Background: an optimization exercise with open tools, aiming at small area. Do not read the settings as production practice. Only simulation tests tie the RTL to the original design; equivalence was not proved. Power and IR drop assume default switching activity.

==> inputs of run G <==
==> flow/design.v <==
package sram_2rw_pkg;
  typedef enum logic {
    RW_READ_FIRST  = 1'b0,
    RW_WRITE_FIRST = 1'b1
  } rw_mode_e;
  localparam int MAX_WIDTH = 256;
  function automatic logic [MAX_WIDTH-1:0] merge_mask(
    input logic [MAX_WIDTH-1:0] old_word,
    input logic [MAX_WIDTH-1:0] data_word,
    input logic [MAX_WIDTH-1:0] mask_word
  );
    merge_mask = (old_word & ~mask_word) | (data_word & mask_word);
  endfunction
endpackage
module sram_2rw_rdpipe #(
  parameter int WIDTH   = 33,
  parameter int OUT_REG = 0
) (
  input  logic             clk,
  input  logic             rst,
  input  logic             rd_vld,
  input  logic [WIDTH-1:0] rd_nxt,
  output logic [WIDTH-1:0] o_s1,
  output logic [WIDTH-1:0] o,
  output logic             ov
);
  logic [WIDTH-1:0] s1_dat;
  logic             s1_vld;
  always_ff @(posedge clk or posedge rst) begin
    if (rst) begin
      s1_dat <= '0;
      s1_vld <= 1'b0;
    end else begin
      s1_vld <= rd_vld;
      s1_dat <= rd_nxt;
    end
  end
  assign o_s1 = s1_dat;
  if (OUT_REG != 0) begin : g_out_reg
    logic [WIDTH-1:0] s2_dat;
    logic             s2_vld;
    always_ff @(posedge clk or posedge rst) begin
      if (rst) begin
        s2_dat <= '0;
        s2_vld <= 1'b0;
      end else begin
        s2_vld <= s1_vld;
        if (s1_vld) begin
          s2_dat <= s1_dat;
        end
      end
    end
    assign o  = s2_dat;
    assign ov = s2_vld;
  end else begin : g_no_out_reg
    assign o  = s1_dat;
    assign ov = s1_vld;
  end
endmodule
module sram_2rw_param #(
  parameter int       WIDTH   = 33,
  parameter int       DEPTH   = 32,
  parameter int       ADDR_W  = $clog2(DEPTH),
  parameter int       OUT_REG = 0,
  parameter logic     RW_MODE = sram_2rw_pkg::RW_READ_FIRST
) (
  input  logic              CE,
  input  logic              RST,
  input  logic              CSB1,
  input  logic              WEB1,
  input  logic              OEB1,
  input  logic [ADDR_W-1:0] A1,
  input  logic [WIDTH-1:0]  I1,
  input  logic [WIDTH-1:0]  WM1,
  output logic [WIDTH-1:0]  O1,
  output logic              OV1,
  input  logic              CSB2,
  input  logic              WEB2,
  input  logic              OEB2,
  input  logic [ADDR_W-1:0] A2,
  input  logic [WIDTH-1:0]  I2,
  input  logic [WIDTH-1:0]  WM2,
  output logic [WIDTH-1:0]  O2,
  output logic              OV2,
  output logic              COLL,
  output logic              OOR
);
  logic in_rng1, in_rng2;
  if (DEPTH == (1 << ADDR_W)) begin : g_pow2
    assign in_rng1 = 1'b1;
    assign in_rng2 = 1'b1;
  end else begin : g_npow2
    localparam logic [ADDR_W:0] DEPTH_X = (ADDR_W + 1)'(DEPTH);
    assign in_rng1 = ({1'b0, A1} < DEPTH_X);
    assign in_rng2 = ({1'b0, A2} < DEPTH_X);
  end
  logic re1, re2, we1, we2, acc1, acc2, both_wr;
  assign re1  = ~CSB1 & ~OEB1;
  assign re2  = ~CSB2 & ~OEB2;
  assign we1  = ~RST & ~CSB1 & ~WEB1 & in_rng1;
  assign we2  = ~RST & ~CSB2 & ~WEB2 & in_rng2;
  assign acc1 = ~CSB1 & (~WEB1 | ~OEB1);
  assign acc2 = ~CSB2 & (~WEB2 | ~OEB2);
  assign both_wr = we1 & we2 & (A1 == A2);
  logic [WIDTH-1:0] ex, sx, ey, sy;
  assign ex = {WIDTH{we1}} & (WM1 | ({WIDTH{both_wr}} & WM2));
  assign sx = {WIDTH{we1}} & ((WM1 & I1) | ({WIDTH{both_wr}} & ~WM1 & WM2 & I2));
  assign ey = {WIDTH{we2 & ~both_wr}} & WM2;
  assign sy = ey & I2;
  logic [DEPTH-1:0] r1, r2, r1n, r2n;
  for (genvar r = 0; r < DEPTH; r++) begin : g_dec
    assign r1[r]  = (A1 == ADDR_W'(r));
    assign r2[r]  = (A2 == ADDR_W'(r));
    assign r1n[r] = (A1 != ADDR_W'(r));
    assign r2n[r] = (A2 != ADDR_W'(r));
  end
  logic [WIDTH-1:0] mem [DEPTH];
  for (genvar r = 0; r < DEPTH; r++) begin : g_row
    for (genvar b = 0; b < WIDTH; b++) begin : g_bit
      sram_2rw_bit u_bit (
        .clk (CE),
        .r1  (r1[r]),
        .r2  (r2[r]),
        .r1n (r1n[r]),
        .r2n (r2n[r]),
        .ex  (ex[b]),
        .ey  (ey[b]),
        .sxn (~sx[b]),
        .syn (~sy[b]),
        .q   (mem[r][b])
      );
    end
  end
  logic [DEPTH-1:0] rr1, rr2;
  for (genvar r = 0; r < DEPTH; r++) begin : g_rdec
    assign rr1[r] = re1 & (A1 == ADDR_W'(r));
    assign rr2[r] = re2 & (A2 == ADDR_W'(r));
  end
  logic [WIDTH-1:0] q1, q2, nxt1, nxt2;
  if (RW_MODE == sram_2rw_pkg::RW_WRITE_FIRST) begin : g_wf
    logic [WIDTH-1:0] old1, old2, w2o, w1o;
    for (genvar b = 0; b < WIDTH; b++) begin : g_rcol
      logic [DEPTH-1:0] c;
      for (genvar r = 0; r < DEPTH; r++) begin : g_c
        assign c[r] = mem[r][b];
      end
      sram_2rw_rdbit #(.N(DEPTH)) u_rd1 (.sel(rr1), .d(c), .o(old1[b]));
      sram_2rw_rdbit #(.N(DEPTH)) u_rd2 (.sel(rr2), .d(c), .o(old2[b]));
    end
    assign w2o  = both_wr ? ((old1 & ~WM2) | (I2 & WM2)) : old1;
    assign w1o  = (w2o & ~WM1) | (I1 & WM1);
    assign nxt1 = re1 ? (we1 ? w1o : old1) : q1;
    assign nxt2 = re2 ? (both_wr ? w1o : (we2 ? ((old2 & ~WM2) | (I2 & WM2)) : old2)) : q2;
  end else begin : g_rf
    for (genvar b = 0; b < WIDTH; b++) begin : g_rcol
      logic [DEPTH-1:0] c;
      for (genvar r = 0; r < DEPTH; r++) begin : g_c
        assign c[r] = mem[r][b];
      end
      sram_2rw_rdbit #(.N(DEPTH + 1)) u_rd1 (.sel({~re1, rr1}), .d({q1[b], c}), .o(nxt1[b]));
      sram_2rw_rdbit #(.N(DEPTH + 1)) u_rd2 (.sel({~re2, rr2}), .d({q2[b], c}), .o(nxt2[b]));
    end
  end
  always_ff @(posedge CE or posedge RST) begin
    if (RST) begin
      COLL <= 1'b0;
      OOR  <= 1'b0;
    end else begin
      if (both_wr && ((WM1 & WM2) != '0)) COLL <= 1'b1;
      if ((acc1 & ~in_rng1) | (acc2 & ~in_rng2)) OOR <= 1'b1;
    end
  end
  sram_2rw_rdpipe #(.WIDTH(WIDTH), .OUT_REG(OUT_REG)) u_rdpipe1 (
    .clk    (CE),
    .rst    (RST),
    .rd_vld (re1),
    .rd_nxt (nxt1),
    .o_s1   (q1),
    .o      (O1),
    .ov     (OV1)
  );
  sram_2rw_rdpipe #(.WIDTH(WIDTH), .OUT_REG(OUT_REG)) u_rdpipe2 (
    .clk    (CE),
    .rst    (RST),
    .rd_vld (re2),
    .rd_nxt (nxt2),
    .o_s1   (q2),
    .o      (O2),
    .ov     (OV2)
  );
endmodule
module sram_2rw_bit (
  input  logic clk,
  input  logic r1,
  input  logic r2,
  input  logic r1n,
  input  logic r2n,
  input  logic ex,
  input  logic ey,
  input  logic sxn,
  input  logic syn,
  output logic q
);
  logic keep, s;
  assign keep = ~((r1 & ex) | (r2 & ey));
  assign s    = ~((r1n | sxn) & (r2n | syn));
  always_ff @(posedge clk) begin
    q <= (q & keep) | s;
  end
endmodule
module sram_2rw_rdbit #(
  parameter int N = 32
) (
  input  logic [N-1:0] sel,
  input  logic [N-1:0] d,
  output logic         o
);
  localparam int G = (N + 2) / 3;
  logic [3*G-1:0] s, v;
  logic [G-1:0]   y;
  assign s = (3*G)'(sel);
  assign v = (3*G)'(d);
  for (genvar g = 0; g < G; g++) begin : g_grp
    sram_2rw_aoi222 u_aoi (
      .a0 (s[3*g]),   .b0 (v[3*g]),
      .a1 (s[3*g+1]), .b1 (v[3*g+1]),
      .a2 (s[3*g+2]), .b2 (v[3*g+2]),
      .y  (y[g])
    );
  end
  assign o = ~&y;
endmodule
module sram_2rw_aoi222 (
  input  logic a0,
  input  logic b0,
  input  logic a1,
  input  logic b1,
  input  logic a2,
  input  logic b2,
  output logic y
);
  assign y = ~((a0 & b0) | (a1 & b1) | (a2 & b2));
endmodule
==> flow/run.sh <==
#!/bin/bash
# synth_recipe.tcl (not shown) runs the flow's synth.tcl, then flattens the netlist and writes it again
# the make line also repeats each setting of config.mk as NAME=value (left out here)
make -C /OpenROAD-flow-scripts/flow DESIGN_CONFIG=/design/flow/config.mk WORK_HOME=/design/flow/orfs CLKGATE_MAP_FILE= SYNTH_SCRIPT=/design/flow/synth_recipe.tcl finish
==> flow/config.mk <==
export PLATFORM = sky130hd
export DESIGN_NAME = sram_2rw_param
export DESIGN_NICKNAME = sram_2rw_param
export VERILOG_FILES = /design/flow/design.v
export SDC_FILE = /design/flow/constraint.sdc
export NUM_CORES = 4
export LEC_CHECK = 0
export CAP_MARGIN = 20
export CORE_MARGIN = 2
export CORE_UTILIZATION = 40
export SLEW_MARGIN = 20
export SYNTH_HIERARCHICAL = 1
==> flow/constraint.sdc <==
create_clock -name core_clock -period 5.0 [get_ports {CE}]
set_input_delay 1.0000 -clock core_clock [delete_from_list [all_inputs] [get_ports {CE}]]
set_output_delay 1.0000 -clock core_clock [all_outputs]
set_load 0.01 [all_outputs]
==> run R: changes against run G <==
--- a/flow/design.v
+++ b/flow/design.v
@@ -102,11 +102,13 @@
   assign acc1 = ~CSB1 & (~WEB1 | ~OEB1);
   assign acc2 = ~CSB2 & (~WEB2 | ~OEB2);
   assign both_wr = we1 & we2 & (A1 == A2);
+  logic             we2o;
   logic [WIDTH-1:0] ex, sx, ey, sy;
-  assign ex = {WIDTH{we1}} & (WM1 | ({WIDTH{both_wr}} & WM2));
-  assign sx = {WIDTH{we1}} & ((WM1 & I1) | ({WIDTH{both_wr}} & ~WM1 & WM2 & I2));
-  assign ey = {WIDTH{we2 & ~both_wr}} & WM2;
-  assign sy = ey & I2;
+  assign we2o = we2 & ~both_wr;
+  assign ex = ({WIDTH{we1}} & WM1) | ({WIDTH{both_wr}} & WM2);
+  assign sx = ({WIDTH{we1}} & WM1 & I1) | ({WIDTH{both_wr}} & ~WM1 & WM2 & I2);
+  assign ey = {WIDTH{we2o}} & WM2;
+  assign sy = {WIDTH{we2o}} & WM2 & I2;
   logic [DEPTH-1:0] r1, r2, r1n, r2n;
   for (genvar r = 0; r < DEPTH; r++) begin : g_dec
     assign r1[r]  = (A1 == ADDR_W'(r));
==> flow/flow/run.sh (new file) <==
#!/bin/bash
# Standard ORFS layout with two changes: plain buf_1 port buffers, and a clock tree
# built without dummy loads from clkbuf_4 leaf clusters of at most 8 sinks within 40 um.
# ORFS writes each step's full tool output to orfs/logs; the make output goes to standard.log.
set -euo pipefail
cat >> config.mk <<'EOC'
export BUFFER_PORTS_ARGS = -buffer_cell sky130_fd_sc_hd__buf_1
export CTS_ARGS = -sink_clustering_enable -repair_clock_nets -dont_use_dummy_load -buf_list sky130_fd_sc_hd__clkbuf_4 -sink_clustering_size 8 -sink_clustering_max_diameter 40
EOC
bash standard.sh > standard.log 2>&1
==> flow/standard.sh (new file) <==
#!/bin/bash
# synth_recipe.tcl (not shown) runs the flow's synth.tcl, then flattens the netlist and writes it again
# the make line also repeats each setting of config.mk as NAME=value (left out here)
make -C /OpenROAD-flow-scripts/flow DESIGN_CONFIG=/design/flow/config.mk WORK_HOME=/design/flow/orfs CLKGATE_MAP_FILE= SYNTH_SCRIPT=/design/flow/synth_recipe.tcl "${@:-finish}"
- BUFFER_PORTS_ARGS: unset -> -buffer_cell sky130_fd_sc_hd__buf_1
- CELL_PAD_IN_SITES_DETAIL_PLACEMENT: unset -> 1
- CELL_PAD_IN_SITES_GLOBAL_PLACEMENT: unset -> 1
- CTS_ARGS: unset -> -sink_clustering_enable -repair_clock_nets -dont_use_dummy_load -buf_list sky130_fd_sc_hd__clkbuf_4 -sink_clustering_size 8 -sink_clustering_max_diameter 40
removed: flow/run.sh
==> results.txt <==
Between run G and run R, the lower setup slack is in run G (gap 0.83 ns).
Against run R, the area after synthesis of run G is larger by 0.62%.
Of run R and run G, run G has the higher combinational power (gap about 12%, measured against run G).
Clock skew: run G is lower than run R (0.092 ns).
Run R passed the timing, DRC and antenna checks. Run G passed the timing, DRC and antenna checks.
Of run G and run R, run G has the higher synthesized cell count (gap about 1.8%, measured against run R).

[static timing again, ports no longer ideal]
How much do the figures lean on ideal ports? The routed layouts below were timed once more, with nothing changed but the port constraints.
Step 1, drivers: a clkbuf_16 drives CE and a buf_2 each remaining input, both assumed.
Step 2 moves the port delays by t, midway between the first and last clock arrival at a register: inputs arrive t later, outputs are due t later. That takes back most of the time a late clock gives input paths.
Three values: ideal, step 1, step 2; two values: the first two.
run	shift t [ns]	setup WS [ns]	slew at the worst register clock pin (ns)
run G	0.890	0.753 / 0.807 / -0.083	0.07 / 0.07
run R	1.339	1.586 / 1.639 / 0.300	0.11 / 0.11
Met with ideal ports but missed after step 2: setup timing in run G. The setup slack of run R, which loses most, moves by +0.053 ns with the drivers and by -1.286 ns with both steps.
